Source: an optimization exercise on an open RTL-to-GDS flow (aim: small area, a short achievable clock period and few clock cycles per item). Production flows keep margins and buffers that such runs may drop.

## sha256_hasher
module sha256_hasher (
  input  wire logic                     clk,
  input  wire logic                     block_load,
  input  wire logic                     block_start,
  input  wire logic                     message_load,
  input  wire sha256_pkg::sha256_block_t block,
  output logic                          block_ready,
  output logic                          done,
  output sha256_pkg::sha256_state_t     hash,
  output sha256_pkg::block_count_t      block_count
);
==> flow/config.mk <==
export PLATFORM = sky130hd
export DESIGN_NAME = sha256_hasher
export DESIGN_NICKNAME = sha256_hasher
export VERILOG_FILES = /design/flow/design.v
export SDC_FILE = /design/flow/constraint.sdc
export NUM_CORES = 4
export LEC_CHECK = 0
export CAP_MARGIN = 20
export CORE_MARGIN = 2
export CORE_UTILIZATION = 35
export PLACE_DENSITY = 0.5
export SETUP_SLACK_MARGIN = 4.3
export SLEW_MARGIN = 20
==> flow/constraint.sdc <==
create_clock -name core_clock -period 8.8 [get_ports {clk}]
set_input_delay 1.7600 -clock core_clock [delete_from_list [all_inputs] [get_ports {clk}]]
set_output_delay 1.7600 -clock core_clock [all_outputs]
set_load 0.01 [all_outputs]
standard.sh (not shown) runs the stock make flow with config.mk's settings and CLKGATE_MAP_FILE= SYNTH_SCRIPT=/design/flow/synth_recipe.tcl, a recipe that flattens the netlist after the stock synthesis.
==> flow/flow/run.sh <==
#!/bin/bash
# The standard layout (the standard.sh, unchanged synthesis and steps),
# except that the port buffers are made from the smallest buffer cell.
set -euo pipefail
export BUFFER_PORTS_ARGS="-buffer_cell sky130_fd_sc_hd__buf_1"
bash standard.sh > standard.log 2>&1
The starting point passed the timing, DRC and antenna checks.
Then changed:
--- a/flow/design.v
+++ b/flow/design.v
@@ -93,20 +93,39 @@
   endfunction
   function automatic sha256_word_t big_sigma1(input sha256_word_t x);
     big_sigma1 = rotr(x, 6) ^ rotr(x, 11) ^ rotr(x, 25);
   endfunction
   function automatic sha256_word_t small_sigma0(input sha256_word_t x);
     small_sigma0 = rotr(x, 7) ^ rotr(x, 18) ^ (x >> 3);
   endfunction
   function automatic sha256_word_t small_sigma1(input sha256_word_t x);
     small_sigma1 = rotr(x, 17) ^ rotr(x, 19) ^ (x >> 10);
   endfunction
+  function automatic sha256_word_t add_bk(input sha256_word_t x, input sha256_word_t y);
+    logic [31:0] gg, pp, hp;
+    hp = x ^ y;
+    gg = x & y;
+    pp = hp;
+    for (int l = 0; l < 5; l++) begin
+      for (int i = (2 << l) - 1; i < 32; i += (2 << l)) begin
+        gg[i] = gg[i] | (pp[i] & gg[i - (1 << l)]);
+        pp[i] = pp[i] & pp[i - (1 << l)];
+      end
+    end
+    for (int l = 3; l >= 0; l--) begin
+      for (int i = 3 * (1 << l) - 1; i < 32; i += (2 << l)) begin
+        gg[i] = gg[i] | (pp[i] & gg[i - (1 << l)]);
+        pp[i] = pp[i] & pp[i - (1 << l)];
+      end
+    end
+    add_bk = hp ^ {gg[30:0], 1'b0};
+  endfunction
   function automatic sha256_word_t add_ks_sel(input sha256_word_t x, input sha256_word_t y,
                                               input logic sel, input sha256_word_t alt);
     logic [31:0] gg, pp, hp, cy, o0, o1;
     hp = x ^ y;
     gg = x & y;
     pp = hp;
     for (int l = 0; l < 5; l++) begin
       for (int i = 31; i >= (1 << l); i--) begin
         gg[i] = gg[i] | (pp[i] & gg[i - (1 << l)]);
         pp[i] = pp[i] & pp[i - (1 << l)];
@@ -278,43 +297,43 @@
     s3 = s2 ^ c2 ^ S1;   c3 = ((s2 & c2) | (s2 & S1) | (c2 & S1)) << 1;
     s4 = p ^ chv ^ d;    c4 = ((p & chv) | (p & d) | (chv & d)) << 1;
     s5 = s4 ^ c4 ^ S1;   c5 = ((s4 & c4) | (s4 & S1) | (c4 & S1)) << 1;
   end
   word_t gsel, kv, p_n;
   assign gsel = st_run ? g : H7;
   always_ff @(posedge clk) kv <= nx_run ? k_next2(cnt) : 32'h428a2f98;
   word_t pp_s, pp_c;
   assign pp_s = gsel ^ kv ^ wd(win, 0);
   assign pp_c = ((gsel & kv) | (gsel & wd(win, 0)) | (kv & wd(win, 0))) << 1;
-  assign p_n  = pp_s + pp_c;
+  assign p_n  = sha256_pkg::add_bk(pp_s, pp_c);
   word_t w_new;
   always_comb begin : sched
     word_t u0, u1, u2, u3, x0, x1, y0, y1;
     u0 = sha256_pkg::small_sigma1(wd(win, 14));
     u1 = wd(win, 9);
     u2 = sha256_pkg::small_sigma0(wd(win, 1));
     u3 = wd(win, 0);
     x0 = u0 ^ u1 ^ u2;  y0 = ((u0 & u1) | (u0 & u2) | (u1 & u2)) << 1;
     x1 = x0 ^ y0 ^ u3;  y1 = ((x0 & y0) | (x0 & u3) | (y0 & u3)) << 1;
     w_new = x1 + y1;
   end
   word_t opa, ope, sa, se;
   always_comb begin
     opa = '0;
     ope = '0;
     if (r61)     begin opa = H3; ope = H7; end
     if (r62)     begin opa = H2; ope = H6; end
     if (r63)     begin opa = H1; ope = H5; end
     if (!st_run) begin opa = H0; ope = H4; end
   end
-  assign sa = (busy ? a : '0) + opa;
-  assign se = (busy ? e : '0) + ope;
+  assign sa = sha256_pkg::add_bk(busy ? a : '0, opa);
+  assign se = sha256_pkg::add_bk(busy ? e : '0, ope);
   always_ff @(posedge clk) begin
     win <= accept ? block : {win[479:0], w_new};
     p   <= p_n;
     a <= sha256_pkg::add_ks_sel(s3, c3, st_run, sa);
     e <= sha256_pkg::add_ks_sel(s5, c5, st_run, se);
     if (st_run) begin
       b <= a; c <= b; d <= c;
       f <= e; g <= f;
     end else begin
       b <= H1; c <= H2; d <= H3;
The changed run passed the timing, DRC and antenna checks.
Final area decreases slightly.
Sequential cell count stays the same.
Count of clock-buffer cells in the layout went up by 19.
Routed wire length came out lower by roughly a tenth.
Setup slack degrades by 0.15 ns.
Die area went down by a few percent.
Global-route usage goes down by 1.5 points.
Utilization came out higher by 1.2 points.
Maximum frequency drops by a few percent.
Clock skew drops by 0.055 ns.
Critical path depth goes up by 1.
No run of this note included a check of the RTL's function; only the layout flow was run.

* * *

sha256_hasher, a different RTL version from the one above (not shown whole).
Size in the first run: ~6300 cells after synthesis, roughly 1100 flip-flops, about 780 I/O pins, roughly 57000 um^2 of cells after synthesis.
Settings: LEC_CHECK=0, CAP_MARGIN=20, CORE_MARGIN=2, CORE_UTILIZATION=35, PLACE_DENSITY=0.5, SETUP_SLACK_MARGIN=4.7, SLEW_MARGIN=20; clock period 8.8 ns.
Scripts as last shown in full above: flow/flow/run.sh
Rerun with:
--- a/flow/design.v
+++ b/flow/design.v
@@ -127,63 +127,55 @@
   input  wire logic                     block_start,
   input  wire logic                     message_load,
   input  wire sha256_pkg::sha256_block_t block,
   output logic                          block_ready,
   output logic                          done,
   output sha256_pkg::sha256_state_t     hash,
   output sha256_pkg::block_count_t      block_count
 );
   typedef logic [31:0] word_t;
   logic       m2;              
-  logic       m1;              
-  logic       ag, eg;          
   logic       er;              
   logic       ar;              
   logic       w60, r61, r62, r63, af;   
   logic       pend, pend2;     
   logic       st_done;
   logic       last;            
   logic       ready_q;
   logic [5:0] ce;
   logic       accept;
   assign accept = block_start & ready_q;
   logic nx_er, nx_done, nx_idle;
   always_comb begin
     nx_er   = m2 | (er & (ce != 6'd63));
     nx_done = st_done | (af & last & !pend2);
     nx_idle = !accept && !nx_er && !er && !r63 && !nx_done;
   end
   always_ff @(posedge clk or negedge block_load) begin
     if (!block_load) begin
       m2          <= 1'b0;
-      m1          <= 1'b0;
-      ag          <= 1'b0;
-      eg          <= 1'b0;
       er          <= 1'b0;
       ar          <= 1'b0;
       w60         <= 1'b0;
       r61         <= 1'b0;
       r62         <= 1'b0;
       r63         <= 1'b0;
       af          <= 1'b0;
       pend        <= 1'b0;
       pend2       <= 1'b0;
       st_done     <= 1'b0;
       last        <= 1'b0;
       ready_q     <= 1'b1;
       ce          <= 6'd63;
       block_count <= '0;
     end else begin
       m2      <= accept;
-      m1      <= m2;
-      ag      <= er || r63;       
-      eg      <= nx_er || r62;    
       er      <= nx_er;
       ar      <= er;
       w60     <= er && ce == 6'd60;
       r61     <= w60;
       r62     <= r61;
       r63     <= r62;
       af      <= r63;
       pend    <= accept && r62;
       pend2   <= pend;
       st_done <= nx_done;
@@ -275,49 +267,59 @@
     csa_c = ((x & y) | (x & z) | (y & z)) << 1;
   endfunction
   logic [511:0] win;           
   word_t a, b, c;              
   word_t e, f, g;              
   word_t t1;                   
   word_t p;                    
   word_t kv;                   
   word_t H0, H1, H2, H3, H4, H5, H6, H7;
   assign hash = {H0, H1, H2, H3, H4, H5, H6, H7};
-  word_t S1, chv, dsel, t_s, t_c, t1_n, e_s2, e_c2;
+  word_t S1, chv, dsel, t1_n, e_s1, e_c1, e_s2, e_c2;
   assign S1   = sha256_pkg::big_sigma1(e);
   assign chv  = sha256_pkg::ch(e, f, g);
-  assign dsel = m1 ? H3 : c;
-  assign t_s  = csa_s(p, chv, S1);
-  assign t_c  = csa_c(p, chv, S1);
-  assign t1_n = t_s + t_c;
-  assign e_s2 = csa_s(t_s, t_c, dsel);
-  assign e_c2 = csa_c(t_s, t_c, dsel);
+  assign dsel = ar ? c : H3;
+  assign t1_n = csa_s(p, S1, chv) + csa_c(p, S1, chv);
+  assign e_s1 = csa_s(dsel, p, chv);
+  assign e_c1 = csa_c(dsel, p, chv);
+  assign e_s2 = csa_s(e_s1, e_c1, S1);
+  assign e_c2 = csa_c(e_s1, e_c1, S1);
   word_t S0, mjv, a_s, a_c;
   assign S0  = sha256_pkg::big_sigma0(a);
   assign mjv = sha256_pkg::maj(a, b, c);
   assign a_s = csa_s(t1, S0, mjv);
   assign a_c = csa_c(t1, S0, mjv);
   word_t gsel, p_n;
-  assign gsel = m2 ? H7 : g;
+  assign gsel = er ? g : H7;
   assign p_n  = csa_s(gsel, kv, wd(win, 0)) + csa_c(gsel, kv, wd(win, 0));
   word_t m_s1, m_c1, m_s2, m_c2, u0, u2;
   assign u0   = sha256_pkg::small_sigma1(wd(win, 14));
   assign u2   = sha256_pkg::small_sigma0(wd(win, 1));
   assign m_s1 = csa_s(wd(win, 9), u2, wd(win, 0));
   assign m_c1 = csa_c(wd(win, 9), u2, wd(win, 0));
   assign m_s2 = csa_s(m_s1, m_c1, u0);
   assign m_c2 = csa_c(m_s1, m_c1, u0);
   word_t opa, ope, sa, se;
-  assign opa = ({32{r61}} & H3) | ({32{r62}} & H2) | ({32{r63}} & H1) | ({32{!ar}} & H0);
-  assign ope = ({32{w60}} & H7) | ({32{r61}} & H6) | ({32{r62}} & H5) | ({32{!er}} & H4);
-  assign sa = (ag ? a : '0) + opa;
-  assign se = (eg ? e : '0) + ope;
+  always_comb begin
+    opa = '0;
+    ope = '0;
+    if (r61) opa = H3;
+    if (r62) opa = H2;
+    if (r63) opa = H1;
+    if (!ar) opa = H0;
+    if (w60) ope = H7;
+    if (r61) ope = H6;
+    if (r62) ope = H5;
+    if (!er) ope = H4;
+  end
+  assign sa = ((ar || af) ? a : '0) + opa;
+  assign se = ((er || r63) ? e : '0) + ope;
   always_ff @(posedge clk) begin
     win <= {win[479:0], sha256_pkg::add_ks_sel(m_s2, m_c2, !accept, wd(block, 15))};
     if (accept) win[511:32] <= block[511:32];
     kv  <= nx_er ? k_next2(ce) : 32'h428a2f98;
     p   <= p_n;
     t1  <= t1_n;
     a   <= sha256_pkg::add_ks_sel(a_s, a_c, ar, sa);
     e   <= sha256_pkg::add_ks_sel(e_s2, e_c2, er, se);
     if (ar) begin
       b <= a; c <= b;
What happened: The changed run completed with no timing, DRC or antenna violations; cell area came out higher by 5.6%; flip-flop and latch count came out lower by 3; wire length came out lower by 1.9%; via count came out higher by 3.0%; global-route usage came out lower by 1.2 points; register-to-register slack loses 350 ps; hold slack loses 9.6 ps.
Function was not checked in any run of this note: the RTL went through the layout flow alone.

-- static timing again, ports no longer ideal --
Ports are ideal in the flow. The routed layouts listed here were re-timed in OpenROAD.
Step 1 (the two cells are an assumption about what drives the block):
set clk [get_ports {clk}]
set_driving_cell -lib_cell sky130_fd_sc_hd__clkbuf_16 $clk
set_driving_cell -lib_cell sky130_fd_sc_hd__buf_2 [delete_from_list [all_inputs] $clk]
Step 2 moves the port delays by t, midway between the first and last clock arrival at a register: inputs arrive t later, outputs are due t later. That takes back most of the time a late clock gives input paths.
Three values: ideal, step 1, step 2; two values: the first two.
run | shift t [ns] | setup WS [ns] | hold WS [ns] | worst setup path at the end | worst register clock-pin slew, ns
the first run of note 1 | 0.857 | 4.232 / 4.232 / 4.232 | 0.380 / 0.380 / 0.380 | register to register | 0.07 / 0.07
the second run of note 1 | 0.849 | 4.077 / 4.077 / 4.077 | 0.411 / 0.411 / 0.411 | register to register | 0.06 / 0.06
the first run of note 2 | 0.845 | 4.469 / 4.469 / 4.459 | 0.364 / 0.364 / 0.364 | input to register | 0.07 / 0.07
the second run of note 2 | 0.881 | 4.123 / 4.123 / 4.091 | 0.355 / 0.355 / 0.355 | input to register | 0.07 / 0.07
After both steps setup and hold are still met in every run listed. For the second run of note 2, which loses most, drivers alone change the setup slack by 0.000 ns; drivers and shift together by -0.032 ns.
